This is an optimization exercise on Yosys and OpenROAD, whose aim is small area, a short achievable clock period and few clock cycles per item, not a production implementation.
The RTL was checked by simulation tests, not by an equivalence proof against the original design.
Power is estimated from default activity; no workload was simulated.

==> run M <==
==> flow/design.v <==
package deq_pkg;
  localparam int DEQ_DEPTH = 16;
  localparam int WORD_W    = 32;
  typedef enum logic [1:0] {
    OP_PUSH_FRONT = 2'd0,
    OP_PUSH_BACK  = 2'd1,
    OP_POP_FRONT  = 2'd2,
    OP_POP_BACK   = 2'd3
  } deq_op_t;
  typedef enum logic [1:0] {
    ST_DONE  = 2'd0,
    ST_EMPTY = 2'd1,
    ST_FULL  = 2'd2
  } deq_status_t;
  typedef struct packed {
    logic                     add_front;
    logic                     add_back;
    logic                     take_front;
    logic                     take_back;
    logic signed [WORD_W-1:0] word;
  } cell_ctrl_t;
endpackage
module deq_cell (
  input  logic                              clk,
  input  logic                              we,
  input  logic signed [deq_pkg::WORD_W-1:0] wdata,
  output logic signed [deq_pkg::WORD_W-1:0] data
);
  always_ff @(posedge clk) begin
    if (we) data <= wdata;
  end
endmodule
module double_ended_queue_unit #(
  parameter int DEPTH = deq_pkg::DEQ_DEPTH,
  parameter int CNT_W = $clog2(DEPTH + 1)
) (
  input  logic                              clk,
  input  logic                              rst_n,
  input  logic                              in_valid,
  output logic                              in_ready,
  input  logic [1:0]                        in_func,
  input  logic signed [deq_pkg::WORD_W-1:0] in_value,
  output logic                              out_valid,
  input  logic                              out_ready,
  output logic signed [deq_pkg::WORD_W-1:0] out_popped,
  output logic [1:0]                        out_status,
  output logic [CNT_W-1:0]                  out_occupancy
);
  localparam int PTR_W = DEPTH / 2;   
  localparam int W     = deq_pkg::WORD_W;
  logic [CNT_W-1:0] cnt_r;
  logic             full_r, empty_r;
  logic [PTR_W-1:0] hd_r, bk_r;
  logic [DEPTH-1:0] hd_oh, bk_oh;
  logic             a1_valid_r;
  logic [DEPTH-1:0] a1_sel_r;
  logic             a1_pe_r;
  logic [1:0]       a1_status_r;
  logic [CNT_W-1:0] a1_occ_r;
  logic             a2_valid_r, in_ready_r;
  logic             a2_rdf_r, a2_rdb_r, a2_pe_r;
  logic [1:0]       a2_status_r;
  logic             w_valid_r, w_blk_r, w_back_r;
  logic [W-1:0]     w_data_r;
  logic             out_valid_r;
  logic [W-1:0]     popped_r;
  logic [1:0]       status_r;
  logic [CNT_W-1:0] occ_r;
  logic             accept, push_ok, pop_f, pop_b;
  logic [DEPTH-1:0] new_sel, a2_sel;
  logic [1:0]       status_nxt;
  logic [CNT_W-1:0] occ_nxt;
  logic             out_free, a1_go, w_write;
  logic [W-1:0]     mem [DEPTH];
  logic [DEPTH-1:0] we;
  logic [W-1:0]     a1_word;
  assign in_ready = in_ready_r;
  assign accept   = in_valid && in_ready_r;   
  assign out_free = !out_valid_r || out_ready;
  assign a1_go    = out_free && a1_valid_r;
  assign push_ok  = accept && !in_func[1] && !full_r;
  assign pop_f    = accept && in_func[1] && !in_func[0] && !empty_r;
  assign pop_b    = accept && in_func[1] &&  in_func[0] && !empty_r;
  assign w_write  = w_valid_r && !w_blk_r;
  function automatic logic [DEPTH-1:0] jdec(input logic [PTR_W-1:0] j);
    jdec[0]     = !j[PTR_W-1] && !j[0];
    jdec[PTR_W] =  j[PTR_W-1] &&  j[0];
    for (int k = 1; k < PTR_W; k++) begin
      jdec[k]         =  j[k-1] && !j[k];
      jdec[PTR_W + k] = !j[k-1] &&  j[k];
    end
  endfunction
  function automatic logic [PTR_W-1:0] jinc(input logic [PTR_W-1:0] j);
    jinc = {j[PTR_W-2:0], !j[PTR_W-1]};
  endfunction
  function automatic logic [PTR_W-1:0] jdecr(input logic [PTR_W-1:0] j);
    jdecr = {!j[0], j[PTR_W-1:1]};
  endfunction
  assign hd_oh = jdec(hd_r);
  assign bk_oh = jdec(bk_r);
  genvar g;
  generate
    for (g = 0; g < DEPTH; g++) begin : g_word
      assign we[g]     = w_write && (w_back_r ? bk_oh[g] : hd_oh[g]);
      assign a2_sel[g] = (a2_rdf_r && hd_oh[(g + 1) % DEPTH]) ||
                         (a2_rdb_r && bk_oh[(g + DEPTH - 1) % DEPTH]);
      deq_cell u_cell (
        .clk   (clk),
        .we    (we[g]),
        .wdata (w_data_r),
        .data  (mem[g])
      );
    end
  endgenerate
  assign new_sel = ({DEPTH{pop_f}} & hd_oh) | ({DEPTH{pop_b}} & bk_oh);
  always_comb begin
    a1_word = {W{a1_pe_r}};
    for (int i = 0; i < DEPTH; i++) begin
      a1_word = a1_word | (mem[i] & {W{a1_sel_r[i]}});
    end
  end
  always_comb begin
    status_nxt = deq_pkg::ST_DONE;
    occ_nxt    = cnt_r;
    if (!in_func[1]) begin
      if (full_r) status_nxt = deq_pkg::ST_FULL;
      else        occ_nxt    = cnt_r + CNT_W'(1);
    end else begin
      if (empty_r) status_nxt = deq_pkg::ST_EMPTY;
      else         occ_nxt    = cnt_r - CNT_W'(1);
    end
  end
  always_ff @(posedge clk) begin
    if (!rst_n) begin
      cnt_r   <= '0;
      full_r  <= 1'b0;
      empty_r <= 1'b1;
      hd_r    <= '0;                         
      bk_r    <= PTR_W'(1) << (PTR_W - 1);   
    end else begin
      if (accept) begin
        cnt_r   <= occ_nxt;
        full_r  <= (occ_nxt == CNT_W'(DEPTH));
        empty_r <= (occ_nxt == '0);
      end
      if (push_ok && !in_func[0]) hd_r <= jdecr(hd_r);
      if (pop_f)                  hd_r <= jinc(hd_r);
      if (push_ok &&  in_func[0]) bk_r <= jinc(bk_r);
      if (pop_b)                  bk_r <= jdecr(bk_r);
    end
  end
  always_ff @(posedge clk) begin
    if (!rst_n) begin
      a1_valid_r  <= 1'b0;
      a2_valid_r  <= 1'b0;
      in_ready_r  <= 1'b1;
      out_valid_r <= 1'b0;
    end else begin
      if (out_free) out_valid_r <= a1_valid_r;
      if (a1_go) begin
        a1_valid_r <= a2_valid_r || accept;
        a2_valid_r <= 1'b0;
        in_ready_r <= 1'b1;
      end else if (accept) begin
        a1_valid_r <= 1'b1;
        a2_valid_r <= a1_valid_r;
        in_ready_r <= !a1_valid_r;
      end
    end
  end
  always_ff @(posedge clk) begin
    if (a1_go && a2_valid_r) begin
      a1_sel_r    <= a2_sel;
      a1_pe_r     <= a2_pe_r;
      a1_status_r <= a2_status_r;
      a1_occ_r    <= cnt_r;
    end else if (a1_go || !a1_valid_r) begin
      a1_sel_r    <= new_sel;
      a1_pe_r     <= in_func[1] && empty_r;
      a1_status_r <= status_nxt;
      a1_occ_r    <= occ_nxt;
    end
  end
  always_ff @(posedge clk) begin
    if (!a2_valid_r) begin
      a2_rdf_r    <= pop_f;
      a2_rdb_r    <= pop_b;
      a2_pe_r     <= in_func[1] && empty_r;
      a2_status_r <= status_nxt;
    end
  end
  always_ff @(posedge clk) begin
    if (out_free) begin
      popped_r <= a1_word;
      status_r <= a1_status_r;
      occ_r    <= a1_occ_r;
    end
  end
  always_ff @(posedge clk) begin
    if (!rst_n) begin
      w_valid_r <= 1'b0;
      w_blk_r   <= 1'b0;
    end else begin
      if (push_ok) begin
        w_valid_r <= 1'b1;
        w_blk_r   <= a1_valid_r && !a1_go && (a1_sel_r != '0);
      end else if (w_write) begin
        w_valid_r <= 1'b0;
      end else if (a1_go) begin
        w_blk_r   <= 1'b0;
      end
    end
  end
  always_ff @(posedge clk) begin
    if (!w_blk_r) begin
      w_data_r <= in_value;
      w_back_r <= in_func[0];
    end
  end
  assign out_valid     = out_valid_r;
  assign out_popped    = popped_r;
  assign out_status    = status_r;
  assign out_occupancy = occ_r;
endmodule
==> flow/flow/run.sh <==
#!/bin/bash
set -euo pipefail
export BUFFER_PORTS_ARGS="-buffer_cell sky130_fd_sc_hd__buf_2"
export CTS_ARGS="-sink_clustering_enable -repair_clock_nets -sink_clustering_size 25 -sink_clustering_max_diameter 60 -dont_use_dummy_load"
bash standard.sh > standard.log 2>&1
==> flow/standard.sh <==
#!/bin/bash
# synth_recipe.tcl (not shown) runs the flow's synth.tcl, then flattens the netlist and writes it again
# the make line also repeats each setting of config.mk as NAME=value (left out here)
make -C /OpenROAD-flow-scripts/flow DESIGN_CONFIG=/design/flow/config.mk WORK_HOME=/design/flow/orfs CLKGATE_MAP_FILE= SYNTH_SCRIPT=/design/flow/synth_recipe.tcl "${@:-finish}"
==> flow/config.mk <==
export PLATFORM = sky130hd
export DESIGN_NAME = double_ended_queue_unit
export DESIGN_NICKNAME = double_ended_queue_unit
export VERILOG_FILES = /design/flow/design.v
export SDC_FILE = /design/flow/constraint.sdc
export NUM_CORES = 4
export LEC_CHECK = 0
export CAP_MARGIN = 20
export CORE_MARGIN = 2
export CORE_UTILIZATION = 60
export CTS_CLUSTER_DIAMETER = 60
export CTS_CLUSTER_SIZE = 25
export PLACE_DENSITY = 0.7
export SETUP_SLACK_MARGIN = 2.9
export SLEW_MARGIN = 20
==> flow/constraint.sdc <==
create_clock -name core_clock -period 5.0 [get_ports {clk}]
set_input_delay 1.0000 -clock core_clock [delete_from_list [all_inputs] [get_ports {clk}]]
set_output_delay 1.0000 -clock core_clock [all_outputs]
set_load 0.01 [all_outputs]
==> run R (differences from run M) <==
==> flow/design.v (replaced) <==
package deq_pkg;
  localparam int DEQ_DEPTH = 16;
  localparam int WORD_W    = 32;
  typedef enum logic [1:0] {
    OP_PUSH_FRONT = 2'd0,
    OP_PUSH_BACK  = 2'd1,
    OP_POP_FRONT  = 2'd2,
    OP_POP_BACK   = 2'd3
  } deq_op_t;
  typedef enum logic [1:0] {
    ST_DONE  = 2'd0,
    ST_EMPTY = 2'd1,
    ST_FULL  = 2'd2
  } deq_status_t;
  typedef struct packed {
    logic                     add_front;
    logic                     add_back;
    logic                     take_front;
    logic                     take_back;
    logic signed [WORD_W-1:0] word;
  } cell_ctrl_t;
endpackage
module deq_cell (
  input  logic                              clk,
  input  logic                              we,
  input  logic signed [deq_pkg::WORD_W-1:0] wdata,
  output logic signed [deq_pkg::WORD_W-1:0] data
);
  always_ff @(posedge clk) begin
    if (we) data <= wdata;
  end
endmodule
module double_ended_queue_unit #(
  parameter int DEPTH = deq_pkg::DEQ_DEPTH,
  parameter int CNT_W = $clog2(DEPTH + 1)
) (
  input  logic                              clk,
  input  logic                              rst_n,
  input  logic                              in_valid,
  output logic                              in_ready,
  input  logic [1:0]                        in_func,
  input  logic signed [deq_pkg::WORD_W-1:0] in_value,
  output logic                              out_valid,
  input  logic                              out_ready,
  output logic signed [deq_pkg::WORD_W-1:0] out_popped,
  output logic [1:0]                        out_status,
  output logic [CNT_W-1:0]                  out_occupancy
);
  localparam int PTR_W = DEPTH / 2;   
  localparam int W     = deq_pkg::WORD_W;
  logic [CNT_W-1:0] cnt_r;
  logic             full_r, empty_r;
  logic [PTR_W-1:0] hd_r, bk_r;
  logic [DEPTH-1:0] hd_oh, bk_oh;
  logic             out_valid_r;
  logic [W-1:0]     popped_r;
  logic [1:0]       status_r;
  logic [CNT_W-1:0] occ_r;
  logic             sk_valid_r, in_ready_r;
  logic             sk_rdf_r, sk_rdb_r, sk_pe_r;
  logic [1:0]       sk_status_r;
  logic [CNT_W-1:0] sk_occ_r;
  logic             accept, wr_f, wr_b, rd_f, rd_b, mv_f, mv_b, pop_empty;
  logic [1:0]       status_nxt;
  logic [CNT_W-1:0] occ_nxt;
  logic             out_free;
  logic [W-1:0]     mem [DEPTH];
  logic [DEPTH-1:0] we, rsel;
  logic [W-1:0]     rword;
  assign in_ready  = in_ready_r;
  assign accept    = in_valid && !sk_valid_r;
  assign out_free  = !out_valid_r || out_ready;
  assign wr_f      = accept && !in_func[1] && !in_func[0] && !full_r;
  assign wr_b      = accept && !in_func[1] &&  in_func[0] && !full_r;
  assign rd_f      = sk_valid_r ? sk_rdf_r : (in_func[1] && !in_func[0] && !empty_r);
  assign rd_b      = sk_valid_r ? sk_rdb_r : (in_func[1] &&  in_func[0] && !empty_r);
  assign pop_empty = sk_valid_r ? sk_pe_r  : (in_func[1] && empty_r);
  assign mv_f      = out_free && (sk_valid_r || accept) && rd_f;
  assign mv_b      = out_free && (sk_valid_r || accept) && rd_b;
  function automatic logic [DEPTH-1:0] jdec(input logic [PTR_W-1:0] j);
    jdec[0]     = !j[PTR_W-1] && !j[0];
    jdec[PTR_W] =  j[PTR_W-1] &&  j[0];
    for (int k = 1; k < PTR_W; k++) begin
      jdec[k]         =  j[k-1] && !j[k];
      jdec[PTR_W + k] = !j[k-1] &&  j[k];
    end
  endfunction
  function automatic logic [PTR_W-1:0] jinc(input logic [PTR_W-1:0] j);
    jinc = {j[PTR_W-2:0], !j[PTR_W-1]};
  endfunction
  function automatic logic [PTR_W-1:0] jdecr(input logic [PTR_W-1:0] j);
    jdecr = {!j[0], j[PTR_W-1:1]};
  endfunction
  assign hd_oh = jdec(hd_r);
  assign bk_oh = jdec(bk_r);
  genvar g;
  generate
    for (g = 0; g < DEPTH; g++) begin : g_word
      assign we[g]   = (wr_f && hd_oh[(g + 1) % DEPTH]) ||
                       (wr_b && bk_oh[(g + DEPTH - 1) % DEPTH]);
      assign rsel[g] = (rd_f && hd_oh[g]) || (rd_b && bk_oh[g]);
      deq_cell u_cell (
        .clk   (clk),
        .we    (we[g]),
        .wdata (in_value),
        .data  (mem[g])
      );
    end
  endgenerate
  always_comb begin
    rword = {W{pop_empty}};
    for (int i = 0; i < DEPTH; i++) begin
      rword = rword | (mem[i] & {W{rsel[i]}});
    end
  end
  always_comb begin
    status_nxt = deq_pkg::ST_DONE;
    occ_nxt    = cnt_r;
    if (!in_func[1]) begin
      if (full_r) status_nxt = deq_pkg::ST_FULL;
      else        occ_nxt    = cnt_r + CNT_W'(1);
    end else begin
      if (empty_r) status_nxt = deq_pkg::ST_EMPTY;
      else         occ_nxt    = cnt_r - CNT_W'(1);
    end
  end
  always_ff @(posedge clk) begin
    if (!rst_n) begin
      cnt_r   <= '0;
      full_r  <= 1'b0;
      empty_r <= 1'b1;
      hd_r    <= '0;                         
      bk_r    <= PTR_W'(1) << (PTR_W - 1);   
    end else begin
      if (accept) begin
        cnt_r   <= occ_nxt;
        full_r  <= (occ_nxt == CNT_W'(DEPTH));
        empty_r <= (occ_nxt == '0);
      end
      if (wr_f) hd_r <= jdecr(hd_r);
      if (mv_f) hd_r <= jinc(hd_r);
      if (wr_b) bk_r <= jinc(bk_r);
      if (mv_b) bk_r <= jdecr(bk_r);
    end
  end
  always_ff @(posedge clk) begin
    if (!rst_n) begin
      out_valid_r <= 1'b0;
      sk_valid_r  <= 1'b0;
      in_ready_r  <= 1'b1;
    end else begin
      if (out_free) out_valid_r <= sk_valid_r || accept;
      if (sk_valid_r) begin
        if (out_free) begin
          sk_valid_r <= 1'b0;
          in_ready_r <= 1'b1;
        end
      end else begin
        sk_valid_r <= accept && !out_free;
        in_ready_r <= !(accept && !out_free);
      end
    end
  end
  always_ff @(posedge clk) begin
    if (out_free) begin
      popped_r <= rword;
      status_r <= sk_valid_r ? sk_status_r : status_nxt;
      occ_r    <= sk_valid_r ? sk_occ_r    : occ_nxt;
    end
  end
  always_ff @(posedge clk) begin
    if (!sk_valid_r) begin
      sk_rdf_r    <= rd_f;
      sk_rdb_r    <= rd_b;
      sk_pe_r     <= pop_empty;
      sk_status_r <= status_nxt;
      sk_occ_r    <= occ_nxt;
    end
  end
  assign out_valid     = out_valid_r;
  assign out_popped    = popped_r;
  assign out_status    = status_r;
  assign out_occupancy = occ_r;
endmodule
==> flow/run.sh (new file) <==
#!/bin/bash
# synth_recipe.tcl (not shown) runs the flow's synth.tcl, then flattens the netlist and writes it again
# the make line also repeats each setting of config.mk as NAME=value (left out here)
make -C /OpenROAD-flow-scripts/flow DESIGN_CONFIG=/design/flow/config.mk WORK_HOME=/design/flow/orfs CLKGATE_MAP_FILE= SYNTH_SCRIPT=/design/flow/synth_recipe.tcl finish
--- a/flow/config.mk
+++ b/flow/config.mk
@@ -9,7 +9,4 @@
 export CORE_MARGIN = 2
-export CORE_UTILIZATION = 60
-export CTS_CLUSTER_DIAMETER = 60
-export CTS_CLUSTER_SIZE = 25
-export PLACE_DENSITY = 0.7
-export SETUP_SLACK_MARGIN = 2.9
+export CORE_UTILIZATION = 40
+export SETUP_SLACK_MARGIN = 2.5
 export SLEW_MARGIN = 20
removed: flow/flow/run.sh
removed: flow/standard.sh
==> qor summary <==
Status: run R finished clean; run M finished clean
Flop2flop setup slack: run R 2.45 ns; run M 2.92 ns
Gate count after technology mapping: run R 1228; run M 1317
Setup crit start kind: run R input port; run M flip-flop
Via count of the first global-routing pass: run R 12682; run M 12828
Reported net switching power: run R 0.00224 W; run M 0.00203 W
Power per cell area: run R 383 mW/mm2; run M 368 mW/mm2
Post-synthesis adder-cell area fraction: run R 0.115%; run M 0.107%
Utilization after layout: run R 50.4%; run M 67.6%
Clock network power: run R 0.00423 W; run M 0.00287 W
Met2 GRT Util: run R 34.3%; run M 44.1%
Syn_nets: run R 1268; run M 1357
Met1 track demand over resource in global routing: run R 30.8%; run M 41.5%
Sequential share of power: run R 53.7%; run M 64.0%
Detailed placer's ending HPWL: run R 30.5 mm; run M 29.9 mm
Area fraction in compound gates after synthesis: run R 12.6%; run M 11.8%
Clock insertion delay at the later pin of the skew report: run R 0.63 ns; run M 0.55 ns
Sink Count: run R 587; run M 640
Testbench counts of run M, summed over its fixed seeds: cycles 24,016, items 24,000.
Testbench counts of run R, summed over its fixed seeds: cycles 24,008, items 24,000.

static timing again, ports no longer ideal:
How much do the figures lean on ideal ports? The routed layouts below were timed once more, with nothing changed but the port constraints. Step 1, drivers: a clkbuf_16 drives clk and a buf_2 each remaining input, both assumed. Step 2 moves the port delays by t, midway between the first and last clock arrival at a register: inputs arrive t later, outputs are due t later. That takes back most of the time a late clock gives input paths. Slacks: no drivers / after step 1 / after step 2; pairs: no drivers / after step 1.
run	shift t [ns]	setup slack, ns	hold WS [ns]	worst register clock-pin slew, ns	worst data-port slew with drivers (ns)
run M	0.591	2.846 / 2.791 / 2.483	0.390 / 0.390 / 0.390	0.10 / 0.10	0.03
run R	0.673	2.392 / 2.357 / 1.718	0.442 / 0.442 / 0.442	0.06 / 0.06	0.14
After both steps every run listed still meets setup and hold. For run R, which loses most, drivers alone change the setup slack by -0.035 ns; drivers and shift together by -0.674 ns.
